Source: an optimization exercise on an open RTL-to-GDS flow (aim: small area). Production flows keep margins and buffers that such runs may drop.
Only simulation tests tie the RTL to the original design; equivalence was not proved.
Power and IR drop assume default switching activity.

== run 1 ==
## motorPwmTop
module motorPwmTop (
    input  logic        clk,
    input  logic        rstN,
    input  logic        regWe,
    input  logic [5:0]  regAddr,
    input  logic [31:0] regWdata,
    output logic [2:0]  pwm,
    output logic [2:0]  stepIdx,
    output logic        stepStart,
    output logic        stepEnd,
    output logic [47:0] lost,
    output logic [2:0]  lostValid
);
    logic        enable;
    logic [11:0] pwmLen;
    logic [11:0] pwmMin;
    logic [23:0] stepLen;
    logic [47:0] levels;
    logic        reportValid;
    motorRegs regs0 (
        .clk      (clk),
        .rstN     (rstN),
        .regWe    (regWe),
        .regAddr  (regAddr),
        .regWdata (regWdata),
        .stepIdx  (stepIdx),
        .enable   (enable),
        .pwmLen   (pwmLen),
        .pwmMin   (pwmMin),
        .stepLen  (stepLen),
        .levels   (levels)
    );
    stepSequencer seq0 (
        .clk       (clk),
        .rstN      (rstN),
        .enable    (enable),
        .stepLen   (stepLen),
        .stepIdx   (stepIdx),
        .stepStart (stepStart),
        .stepEnd   (stepEnd)
    );
  ...
clock: 8.0 ns
lec_check: 0
cap_margin: 20
core_margin: 2
core_utilization: 70
gpl_timing_driven: 0
slew_margin: 20
standard.sh (not shown) runs the stock make flow with config.mk's settings and CLKGATE_MAP_FILE= SYNTH_SCRIPT=/design/flow/synth_recipe.tcl, a recipe that flattens the netlist after the stock synthesis.
==> flow/flow/run.sh <==
#!/bin/bash
# Standard layout, with synthesis mapping the logic for area (no full-adder
# extraction, an area-oriented ABC script; registers untouched), small port
# buffers and a clock tree of small buffers without dummy loads.
set -euo pipefail
here=$(pwd)
export MY_ABC_SCRIPT=$here/flow/area.abc
bash standard.sh \
  SYNTH_SCRIPT=$here/flow/mysynth.tcl \
  ADDER_MAP_FILE= \
  RECOVER_POWER=100 \
  "BUFFER_PORTS_ARGS=-buffer_cell sky130_fd_sc_hd__buf_1" \
  "CTS_ARGS=-sink_clustering_enable -repair_clock_nets -dont_use_dummy_load -buf_list {sky130_fd_sc_hd__clkbuf_4} -sink_clustering_size 8 -sink_clustering_max_diameter 50" \
  finish > standard.log 2>&1
==> flow/flow/area.abc <==
&get -n
&st
&dch
&nf -R 1000
&put
topo
dnsize -c
==> flow/flow/mysynth.tcl <==
proc synth {args} { yosys synth -nofsm -noshare {*}$args }
set fh [open $::env(SCRIPTS_DIR)/synth.tcl]
set txt [read $fh]
close $fh
if {[info exists ::env(MY_ABC_SCRIPT)] && $::env(MY_ABC_SCRIPT) ne ""} {
  set txt [string map [list {log_cmd abc {*}$abc_args} {log_cmd abc -script $::env(MY_ABC_SCRIPT) {*}[lrange $abc_args 2 end]}] $txt]
}
eval $txt
# left out here: clear keep_hierarchy, flatten, clean up, hide names made inside functions, write 1_2_yosys.v
Run 1 finished all stages; however, its layout fails the closing checks, the failures being capacitance limit, slew limit.
Edits applied to the flow inputs when going from run 1 to run 2:
Settings: a change of CORE_UTILIZATION from 70 to 40.
diff --git a/flow/flow/run.sh b/flow/flow/run.sh
--- a/flow/flow/run.sh
+++ b/flow/flow/run.sh
@@ -11 +10,0 @@
-  RECOVER_POWER=100 \
## What came out
Compared with run 1, in run 2 clock network latency to the later pin of the worst-skew pair essentially unchanged; wire length of the first global-routing pass increased about 6%; clock skew decreased 0.0090 ns; final critical-path setup slack increased 0.089 ns. When run 2 is set beside run 1, its number of antenna violations at the first check in global routing turns out to be 6 larger. For the synthesis-to-layout area growth, run 2 came in 3.8 points higher than run 1 did. Top metal layer carrying routed signals: met4 -> run 1, met5 -> run 2. Run 1 and run 2: one clean run, run 2; the rest did not finish clean. [compare] base=run 1 new=run 2: core utilization decreased by 31 points relative to the old numbers; aggregate global-route resource usage decreased by 13 points relative to the old numbers. Across both runs, pre-CTS setup slack was higher for run 2 than for run 1.
Input-level comparison between run 3 and run 2:
Settings: swapping 40 for 60 in CORE_UTILIZATION; swapping 20 for 0 in SLEW_MARGIN; swapping 20 for 0 in CAP_MARGIN.
diff --git a/flow/flow/run.sh b/flow/flow/run.sh
--- a/flow/flow/run.sh
+++ b/flow/flow/run.sh
@@ -12 +12 @@
-  "CTS_ARGS=-sink_clustering_enable -repair_clock_nets -dont_use_dummy_load -buf_list {sky130_fd_sc_hd__clkbuf_4} -sink_clustering_size 8 -sink_clustering_max_diameter 50" \
+  "CTS_ARGS=-sink_clustering_enable -repair_clock_nets -dont_use_dummy_load -buf_list {sky130_fd_sc_hd__clkbuf_2} -sink_clustering_size 5 -sink_clustering_max_diameter 40" \
Notes after the runs:
genPhase[0].gen.lost[15] as the destination of the critical timing path was reported by run 2, and genPhase[1].gen.lost[15] by run 3.
Going from run 2 to run 3, multi-input gate area in the final layout shrinks by about 0.6%.
A uppermost layer routed of met5 is what run 2 shows, while met4 belongs to run 3.
In the metrics for run 3 and run 2, the one carrying the lower critical path required time is run 2.
Compared with run 2, run 3 shows a higher global-route usage.
Period utilization (run 3 over run 2): decrease, 0.33 points
Diff run 2 -> run 3: layout clock buffer count now larger, multi-input logic portion of the cell area rose by 0.27 points, proportion of cell area occupied by registers saw an increase.
[diff] maximum clock frequency, run 3 relative to run 2: improvement
Average wire per standard cell, run 3 vs run 2: up slightly
Sort run 3 and run 2 by number of buffers other than clock buffers in the final layout, ascending, and run 3 comes first.
Inputs modified between run 3 and run 4:
Settings: CORE_UTILIZATION changed from 60 to 40.
diff --git a/flow/flow/run.sh b/flow/flow/run.sh
--- a/flow/flow/run.sh
+++ b/flow/flow/run.sh
@@ -12 +12 @@
-  "CTS_ARGS=-sink_clustering_enable -repair_clock_nets -dont_use_dummy_load -buf_list {sky130_fd_sc_hd__clkbuf_2} -sink_clustering_size 5 -sink_clustering_max_diameter 40" \
+  "CTS_ARGS=-sink_clustering_enable -repair_clock_nets -dont_use_dummy_load -buf_list {sky130_fd_sc_hd__clkbuf_4} -sink_clustering_size 8 -sink_clustering_max_diameter 50" \
==> flow/flow/area.abc <==
&get -n
&st
&deepsyn -T 120
&st
&dch
&nf -R 1000 -p
&put
topo
dnsize -c
[summary]
Cell area after placement ended up 150 µm² lower on run 4 than on run 3.
Global routing usage on met1 ended up 14 points lower on run 4 than on run 3.
In run 4, synthesized area per cell is higher than in run 3.
Status run 4: flow complete, layout not clean - setup timing
Changes in run 5 relative to run 4:
Settings: CORE_UTILIZATION changed from 40 to 70.
diff --git a/flow/flow/run.sh b/flow/flow/run.sh
--- a/flow/flow/run.sh
+++ b/flow/flow/run.sh
@@ -10,0 +11 @@
+  RECOVER_POWER=100 \
==> flow/flow/area.abc <==
&get -n
&st
&dch
&nf -R 1000
&put
topo
dnsize -c
[summary]
In run 5 the implementation completed, yet the final layout does not meet the checks, the culprit being capacitance limit, slew limit.
For the area growth from synthesis to layout, run 5 came in 7.6 points lower than run 4 did.
Going from run 4 to run 5, fraction of cell area in non-clock buffers shrinks by 3.0 points.
NOTE number of nets at the end of the flow run 4->run 5 decreased slightly
Between run 4 and run 5, instance count after placement with tap cells included is higher for run 4, run 5 comes in under that.
Run 5 has total combinational power below what run 4 had.
STATUS post-synthesis instance area: run 5 loses against run 4

what the ideal ports hide:
In the flow no input, the clock included, has a driving cell. The finished layouts below were timed again as built, in two steps.
Step 1: set_driving_cell puts a clkbuf_16 on clk and a buf_2 on each other input, an assumption about the parent block.
Step 2 times the ports against the registers' clock, not the clock port: input delays grow and output delays shrink by t, the midpoint of the rising clock arrivals with the driver on.
Slacks: no drivers / after step 1 / after step 2; pairs: no drivers / after step 1.
| run | t (ns) | setup WS [ns] | worst setup path after step 2 | clock arrival spread, ns | worst register clock-pin slew, ns |
|---|---|---|---|---|---|
| run 1 | 0.840 | 0.336 / 0.336 / 0.336 | register to register | 0.103 / 0.103 | 0.10 / 0.10 |
| run 2 | 0.857 | 0.425 / 0.425 / 0.425 | register to register | 0.093 / 0.094 | 0.10 / 0.10 |
| run 3 | 1.284 | 0.451 / 0.451 / 0.451 | register to register | 0.127 / 0.128 | 0.11 / 0.11 |
| run 4 | 0.853 | -0.752 / -0.752 / -0.752 | register to register | 0.093 / 0.092 | 0.10 / 0.10 |
| run 5 | 0.825 | 0.252 / 0.252 / 0.252 | register to register | 0.103 / 0.102 | 0.10 / 0.10 |
